From an optimization exercise on the open Yosys and OpenROAD flow, aimed at small area; shortcuts taken in it are not production practice.
Only simulation tests tie the RTL to the original design; equivalence was not proved.
Power and IR drop assume default switching activity.

==> flow/design.v <==
module apb_slave_regfile
#(
  parameter int          DEPTH    = 24,
  parameter logic [31:0] ID_VALUE = 32'hA9B0_0001
) (
  input  logic        clk,
  input  logic        rst,
  input  logic        clr,
  input  logic        set,
  input  logic        rd,
  input  logic [4:0]  addr,
  input  logic [31:0] wdata,
  output logic [31:0] rdata
);
  if (DEPTH != 24) begin : g_bad_param
    $error("apb_slave_regfile: the read tree is built for DEPTH = 24");
  end
  localparam int NGRP = DEPTH / 3;
  logic [31:0]      mem_q [0:DEPTH-1];
  logic [DEPTH-1:1] valid_q;
  logic [DEPTH-1:0] rsel;
  assign mem_q[0] = ID_VALUE;
  for (genvar i = 1; i < DEPTH; i++) begin : g_word
    logic hit;
    assign hit = (addr == 5'(i));
    always_ff @(posedge clk) begin
      mem_q[i] <= (mem_q[i] & {32{!(clr && hit)}}) | (wdata & {32{set && hit}});
    end
    always_ff @(posedge clk or posedge rst) begin
      if (rst)              valid_q[i] <= 1'b0;
      else if (clr && hit)  valid_q[i] <= 1'b1;
    end
    assign rsel[i] = rd && hit && valid_q[i];
  end
  assign rsel[0] = rd && addr == 5'd0;
  logic [31:0] grp_n [NGRP];
  for (genvar g = 0; g < NGRP; g++) begin : g_grp
    for (genvar b = 0; b < 32; b++) begin : g_bit
      apb_slave_rd_aoi u_aoi (
        .s  (rsel[3*g+2:3*g]),
        .d  ({mem_q[3*g+2][b], mem_q[3*g+1][b], mem_q[3*g][b]}),
        .y_n(grp_n[g][b])
      );
    end
  end
  always_comb begin
    rdata = '1;
    for (int g = 0; g < NGRP; g++) rdata = rdata & grp_n[g];
    rdata = ~rdata;
  end
endmodule
module apb_slave_rd_aoi
(
  input  logic [2:0] s,
  input  logic [2:0] d,
  output logic         y_n
);
  assign y_n = ~|(s & d);
endmodule
module apb_slave
#(
  parameter int          DEPTH       = 24,
  parameter int          WAIT_CYCLES = 2,
  parameter logic [31:0] ID_VALUE    = 32'hA9B0_0001
) (
  input  logic        PCLK,
  input  logic        PRESET,
  input  logic        PSELx,
  input  logic        PENABLE,
  input  logic        PWRITE,
  input  logic [4:0]  PADDR,
  input  logic [31:0] PWDATA,
  output logic        PREADY,
  output logic [31:0] PRDATA,
  output logic        PSLVERR
);
  if (DEPTH < 2 || DEPTH > 32 || WAIT_CYCLES != 2) begin : g_bad_param
    $error("apb_slave: built for DEPTH 2..32 and WAIT_CYCLES = 2");
  end
  localparam logic [1:0] P_IDLE = 2'd0;
  localparam logic [1:0] P_W2   = 2'd1;
  localparam logic [1:0] P_W1   = 2'd2;
  localparam logic [1:0] P_W0   = 2'd3;
  logic [1:0]  phase_q, phase_d;
  logic [4:0]  addr_q;
  logic        write_q;
  logic [31:0] wdata_q;
  logic        setup, ready, err, we, wpend_q;
  logic [31:0] rf_rdata;
  assign setup = PSELx && !PENABLE;
  assign ready = (phase_q == P_W0) && PSELx && PENABLE;
  always_comb begin
    if (setup)                 phase_d = P_W2;
    else if (!PSELx || !PENABLE) phase_d = P_IDLE;
    else begin
      case (phase_q)
        P_W2:    phase_d = P_W1;
        P_W1:    phase_d = P_W0;
        default: phase_d = P_IDLE;
      endcase
    end
  end
  always_ff @(posedge PCLK or posedge PRESET) begin
    if (PRESET) phase_q <= P_IDLE;
    else        phase_q <= phase_d;
  end
  always_ff @(posedge PCLK) begin
    if (setup) begin
      addr_q  <= PADDR;
      write_q <= PWRITE;
      wdata_q <= PWDATA;
    end
  end
  assign err = (int'(addr_q) >= DEPTH) || (write_q && addr_q == 5'd0);
  assign we  = ready && write_q && !err;
  always_ff @(posedge PCLK or posedge PRESET) begin
    if (PRESET) wpend_q <= 1'b0;
    else        wpend_q <= we;
  end
  apb_slave_regfile #(.DEPTH(DEPTH), .ID_VALUE(ID_VALUE)) u_regfile (
    .clk   (PCLK),
    .rst   (PRESET),
    .clr   (we),
    .set   (wpend_q),
    .rd    (!write_q),
    .addr  (addr_q),
    .wdata (wdata_q),
    .rdata (rf_rdata)
  );
  assign PREADY  = ready;
  assign PSLVERR = err;
  assign PRDATA  = rf_rdata;
endmodule
Settings: LEC_CHECK=0, CAP_MARGIN=20, CORE_MARGIN=2, CORE_UTILIZATION=75, CTS_BUF_LIST=sky130_fd_sc_hd__clkbuf_8, CTS_CLUSTER_DIAMETER=60, CTS_CLUSTER_SIZE=15, SLEW_MARGIN=20, SYNTH_HIERARCHICAL=1; clock period 7.0 ns.
standard.sh (not shown) runs the stock make flow with config.mk's settings and CLKGATE_MAP_FILE= SYNTH_SCRIPT=/design/flow/synth_recipe.tcl, a recipe that flattens the netlist after the stock synthesis.
==> flow/flow/run.sh <==
#!/bin/bash
# Layout flow: the standard ORFS flow (standard.sh, which runs the
# standard synthesis unchanged), with two settings changed:
#  - the port buffers are buf_1 cells instead of the larger cell the resizer
#    picks on its own (every port still gets its buffer);
#  - clock tree synthesis uses clkbuf_8 cells in clusters of at most 15
#    flip-flops and inserts no dummy loads.
# The make output goes to flow_make.log here; ORFS keeps each step's log
# under orfs/logs/.
set -euo pipefail
export BUFFER_PORTS_ARGS="-buffer_cell sky130_fd_sc_hd__buf_1"
export CTS_ARGS="-sink_clustering_enable -repair_clock_nets -buf_list sky130_fd_sc_hd__clkbuf_8 -sink_clustering_size 15 -sink_clustering_max_diameter 60 -dont_use_dummy_load"
bash standard.sh > flow_make.log 2>&1
Edit:
--- a/flow/design.v
+++ b/flow/design.v
@@ -19,11 +19,24 @@
   logic [31:0]      mem_q [0:DEPTH-1];
   logic [DEPTH-1:1] valid_q;
-  logic [DEPTH-1:0] rsel;
-  assign mem_q[0] = ID_VALUE;
+  logic [1:0] clr_n [1:DEPTH-1];
+  logic [1:0] set_w [1:DEPTH-1];
+  logic [1:0] rsel2 [0:DEPTH-1];
   for (genvar i = 1; i < DEPTH; i++) begin : g_word
     logic hit;
     assign hit = (addr == 5'(i));
-    always_ff @(posedge clk) begin
-      mem_q[i] <= (mem_q[i] & {32{!(clr && hit)}}) | (wdata & {32{set && hit}});
+    for (genvar h = 0; h < 2; h++) begin : g_half
+      apb_slave_row_drv u_drv (
+        .hit  (hit),
+        .clr  (clr),
+        .set  (set),
+        .rdv  (rd && valid_q[i]),
+        .clr_n(clr_n[i][h]),
+        .set_w(set_w[i][h]),
+        .rsel (rsel2[i][h])
+      );
+      always_ff @(posedge clk) begin
+        mem_q[i][16*h+15:16*h] <= (mem_q[i][16*h+15:16*h] & {16{clr_n[i][h]}})
+                                | (wdata[16*h+15:16*h] & {16{set_w[i][h]}});
+      end
     end
     always_ff @(posedge clk or posedge rst) begin
@@ -31,12 +44,14 @@
       else if (clr && hit)  valid_q[i] <= 1'b1;
     end
-    assign rsel[i] = rd && hit && valid_q[i];
   end
-  assign rsel[0] = rd && addr == 5'd0;
+  assign rsel2[0] = {2{rd && addr == 5'd0}};
+  for (genvar b = 0; b < 32; b++) begin : g_id
+    assign mem_q[0][b] = ID_VALUE[b] ? rsel2[0][b/16] : 1'b0;
+  end
   logic [31:0] grp_n [NGRP];
   for (genvar g = 0; g < NGRP; g++) begin : g_grp
     for (genvar b = 0; b < 32; b++) begin : g_bit
       apb_slave_rd_aoi u_aoi (
-        .s  (rsel[3*g+2:3*g]),
+        .s  ({rsel2[3*g+2][b/16], rsel2[3*g+1][b/16], rsel2[3*g][b/16]}),
         .d  ({mem_q[3*g+2][b], mem_q[3*g+1][b], mem_q[3*g][b]}),
         .y_n(grp_n[g][b])
@@ -54,7 +69,21 @@
   input  logic [2:0] s,
   input  logic [2:0] d,
-  output logic         y_n
+  output logic       y_n
 );
   assign y_n = ~|(s & d);
+endmodule
+module apb_slave_row_drv
+(
+  input  logic hit,
+  input  logic clr,
+  input  logic set,
+  input  logic rdv,
+  output logic clr_n,
+  output logic set_w,
+  output logic rsel
+);
+  assign clr_n = !(clr && hit);
+  assign set_w = set && hit;
+  assign rsel  = rdv && hit;
 endmodule
 module apb_slave
What happened: The new run finished with timing, DRC and antenna clean; worst hold slack is about the same; synthesized cell count grows by 6.0%; sequential share of layout area goes up by 0.44 points; utilization is lower by 2.7 points; sequential power hardly moves; power went down by 0.64%; clock power is lower by about 3%; die area is higher by 2.5%; non-clock buffer count falls by 62; via count falls by 3.6%; cell count came out higher by 2.3%; final area decreases by 0.78%; setup slack is worse by 0.062 ns.

==> separate check: timing with driven ports <==
The flow's constraints put no driver on any port. The routed layouts listed below were extracted and timed again, unchanged, in two steps.
Step 1 (the two cells are an assumption about what drives the block):
set clk [get_ports {PCLK}]
set_driving_cell -lib_cell sky130_fd_sc_hd__clkbuf_16 $clk
set_driving_cell -lib_cell sky130_fd_sc_hd__buf_2 [delete_from_list [all_inputs] $clk]
Step 2 moves the port delays by t, midway between the first and last clock arrival at a register: inputs arrive t later, outputs are due t later. That takes back most of the time a late clock gives input paths.
a / b / c = ideal ports / drivers / drivers and shift; a / b = the first two.
| run | t (ns) | setup WS [ns] | hold slack, ns | worst setup path at the end | cell pins on the clock port's net |
|---|---|---|---|---|---|
| the first run | 0.747 | 1.641 / 1.585 / 2.332 | 0.469 / 0.469 / 0.469 | register to output | 1 |
| the second run | 0.739 | 1.579 / 1.526 / 2.265 | 0.468 / 0.468 / 0.468 | register to output | 1 |
After both steps setup and hold are still met in every run listed.
